This design comes from an exercise in tuning for small area, a short achievable clock period and few clock cycles per item on the open sky130 flow, not from production work.
Function was checked by simulation only, so behaviour that the tests miss may differ from the original.

==> job 9303: inputs <==
Design fir_sym_mc, start of the top module:
module fir_sym_mc #(
   parameter int WL     = 14,
   parameter int CW     = 14,
   parameter int TAPS   = 37,
   parameter int NCH    = 2,
   parameter int OUT_WL = 20,
   parameter int SHIFT  = 13,
   localparam int F     = (TAPS + 1) / 2,
   localparam int CHW   = (NCH > 1) ? $clog2(NCH) : 1,
   localparam int AW    = (F > 1) ? $clog2(F) : 1
) (
   input  logic                     clk,
   input  logic                     rst,
   input  logic                     in_valid,
   output logic                     in_ready,
   input  logic [CHW-1:0]           in_ch,
   input  logic signed [WL-1:0]     in_data,
   output logic                     out_valid,
   input  logic                     out_ready,
   output logic [CHW-1:0]           out_ch,
   output logic signed [OUT_WL-1:0] out_data,
   output logic                     out_sat,
   input  logic                     coef_we,
   input  logic [AW-1:0]            coef_addr,
   input  logic signed [CW-1:0]     coef_wdata
);
Settings: LEC_CHECK=0, CAP_MARGIN=20, CORE_MARGIN=2, CORE_UTILIZATION=60, SLEW_MARGIN=20; clock period 12.0 ns.
standard.sh (not shown) runs the stock make flow with config.mk's settings and CLKGATE_MAP_FILE= SYNTH_SCRIPT=/design/flow/synth_recipe.tcl, a recipe that flattens the netlist after the stock synthesis.
==> flow/flow/run.sh <==
#!/bin/bash
# The standard layout (the standard.sh) in two parts, with two changes to how the layout
# is made; the SDC and every other setting are unchanged:
#  1. After the standard synthesis, flow/fixinv.py removes inverters that Yosys's full-adder
#     extraction leaves between full-adder cells (a full adder with all inputs and outputs
#     inverted is the same cell), then the flow goes on from that netlist.
#  2. Setup repair aims below the clock period: repair_timing only works on paths with less
#     slack than SETUP_SLACK_MARGIN, and with the default margin it stops once the 12 ns
#     constraint is met.
set -euo pipefail
R=orfs/results/sky130hd/fir_sym_mc/base
bash standard.sh synth > standard_synth.log 2>&1
cp $R/1_2_yosys.v $R/1_2_yosys.std.v
python3 flow/fixinv.py $R/1_2_yosys.std.v $R/1_2_yosys.v > fixinv.log 2>&1
rm -f $R/1_synth.odb $R/1_synth.sdc
bash standard.sh SETUP_SLACK_MARGIN=8.2 finish > standard_flow.log 2>&1
Other scripts of this flow, unchanged in this note and not shown: flow/flow/fixinv.py
==> job 3540 (differences from job 9303) <==
CTS_CLUSTER_DIAMETER = 100   (was unset)
CTS_CLUSTER_SIZE = 20   (was unset)
==> job 4179 (differences from job 9303) <==
--- a/flow/design.v
+++ b/flow/design.v
@@ -14976,45 +14976,42 @@
          r_data = 20'h80000; r_sat = 1'b1;
       end else begin
          r_data = yv[19:0]; r_sat = 1'b0;
       end
    end
    logic push;
    assign push = c10_v;
-   localparam int NQ = 6;
-   logic [21:0] qm [NQ];
-   logic [2:0] wp, rp, rp1;
-   logic [3:0]  qn, qn_up, qn_dn;
-   logic [21:0] nd, q_stay, q_adv, od;
-   logic        ov;
+   localparam int NB = 5;
+   logic [21:0] hd;
+   logic        hv;
+   logic [21:0] bq [NB];
+   logic [2:0] wp, rp;
+   logic [2:0]  bc;
+   logic [21:0] nd, bh, hsrc;
+   logic        take, bnz;
    assign nd = {c10_ch, r_sat, r_data};
-   assign pop = ov & out_ready;
-   assign rp1 = (rp == NQ - 1) ? '0 : rp + 1'b1;
-   assign q_stay = (push && wp == rp) ? nd : qm[rp];
-   assign q_adv = (push && wp == rp1) ? nd : qm[rp1];
-   assign qn_up = qn + {3'd0, push};
-   assign qn_dn = qn_up - 4'd1;
-   assign out_valid = ov;
-   assign out_ch = od[21];
-   assign out_sat = od[20];
-   assign out_data = od[19:0];
+   assign pop = hv & out_ready;
+   assign take = ~hv | out_ready;
+   assign bnz = (bc != 3'd0);
+   assign bh = bq[rp];
+   assign hsrc = bnz ? bh : nd;
+   assign out_valid = hv;
+   assign out_ch = hd[21];
+   assign out_sat = hd[20];
+   assign out_data = hd[19:0];
    always_ff @(posedge clk) begin
-      if (push) qm[wp] <= nd;
-      od <= pop ? q_adv : q_stay;
+      if (push) bq[wp] <= nd;
+      if (take) hd <= hsrc;
       if (rst) begin
-         ov <= 1'b0;
+         hv <= 1'b0;
          wp <= '0;
          rp <= '0;
-         qn <= 4'd0;
+         bc <= 3'd0;
       end else begin
-         if (push) wp <= (wp == NQ - 1) ? '0 : wp + 1'b1;
-         if (pop) begin
-            rp <= rp1;
-            qn <= qn_dn;
-            ov <= (qn_dn != 4'd0);
-         end else begin
-            qn <= qn_up;
-            ov <= (qn_up != 4'd0);
-         end
+         if (take) hv <= bnz | push;
+         if (push & ~(take & ~bnz)) wp <= (wp == NB - 1) ? '0 : wp + 1'b1;
+         if (take & bnz) rp <= (rp == NB - 1) ? '0 : rp + 1'b1;
+         if ((push & ~(take & ~bnz)) & ~(take & bnz)) bc <= bc + 3'd1;
+         else if (~(push & ~(take & ~bnz)) & (take & bnz)) bc <= bc - 3'd1;
       end
    end
 endmodule
--- a/flow/flow/run.sh
+++ b/flow/flow/run.sh
@@ -9,8 +9,8 @@
 #     constraint is met.
 set -euo pipefail
 R=orfs/results/sky130hd/fir_sym_mc/base
 bash standard.sh synth > standard_synth.log 2>&1
 cp $R/1_2_yosys.v $R/1_2_yosys.std.v
 python3 flow/fixinv.py $R/1_2_yosys.std.v $R/1_2_yosys.v > fixinv.log 2>&1
 rm -f $R/1_synth.odb $R/1_synth.sdc
-bash standard.sh SETUP_SLACK_MARGIN=8.2 finish > standard_flow.log 2>&1
+bash standard.sh SETUP_SLACK_MARGIN=8.3 finish > standard_flow.log 2>&1
==> impl_metrics.yaml <==
status:
  status: "failed layout checks"
  violatedChecks: "max-capacitance violations, max-slew violations"
layout:
  final-seq-area_um2: 65760
  buffers: 1334
routing:
  wire_per_inst_um: 42.07
  wl_met1_mm: 246.8
timing:
  drv_slew: 3
global_route:
  grt_pass1_wl_mm: 979.9
power_and_ir_drop:
  clkPwrFrac_pct: 16.0
  pg_clk_mw: 8.94
run:
  maxCapViolCount: 1
the above is filed under job 4179

==> impl_metrics.yaml <==
run:
  maxCapViolCount: 0
power_and_ir_drop:
  pg_clk_mw: 5.91
  clkPwrFrac_pct: 11.0
  p_total_mw: 53.50
global_route:
  grt_pass1_wl_mm: 1006
  top_usage_layer: "met2"
  grt_usage_pct: 52.19
layout:
  fill_cells: 19400
  final-seq-area_um2: 66190
  buffers: 1165
routing:
  drc: 0
  wl_met1_mm: 253.3
  ant_nets: 0
status:
  status: "timing/DRC/antenna clean"
setup_path:
  required_ns: 12.81
timing:
  drv_slew: 0
clock_network:
  cts_buffers: 159
the above is filed under job 3540

==> impl_metrics.yaml <==
status:
  status: "timing/DRC/antenna clean"
global_route:
  first_global_vias: 121000
  grt_pass1_wl_mm: 1014
floorplan:
  die_w_um: 533.8
run:
  maxCapViolCount: 0
routing:
  ant_nets: 0
  first_iter_violations: 25940
layout:
  buffers: 1101
  final-seq-area_um2: 66190
timing:
  drv_slew: 0
setup_path:
  crit_family: "adder cells"
  cp-end-kind: "flip-flop"
power_and_ir_drop:
  pg_clk_mw: 9.21
  clkPwrFrac_pct: 16.1
the above is filed under job 9303

Testbench counts of job 9303, summed over its fixed seeds: cycles 2,088, items 2,048.
Testbench counts of job 3540, summed over its fixed seeds: cycles 2,088, items 2,048.
Testbench counts of job 4179, summed over its fixed seeds: cycles 2,088, items 2,048.

## afterwards: timing with drivers on the ports
No port has a modelled driver above. Below, the same layouts with a new extraction and two added sets of constraints.
Step 1: set_driving_cell puts a clkbuf_16 on clk and a buf_2 on each other input, an assumption about the parent block.
Step 2 also shifts input and output timing later by t, the mid clock arrival at the registers, as if the neighbouring blocks saw the same clock.
a / b / c = ideal / step 1 / step 2; a / b = the first two.
run | t, ns | slack for setup (ns) | worst hold slack (ns) | worst setup path after step 2 | cell pins on the clock port's net
job 9303 | 1.076 | 7.977 / 7.977 / 7.378 | 0.328 / 0.328 / 0.328 | input to register | 1
job 3540 | 1.021 | 7.992 / 7.992 / 7.317 | 0.332 / 0.332 / 0.332 | input to register | 1
job 4179 | 1.055 | 8.110 / 7.993 / 7.526 | 0.328 / 0.328 / 0.328 | input to register | 1
For job 3540, which loses most, drivers alone change the setup slack by 0.000 ns; drivers and shift together by -0.675 ns.
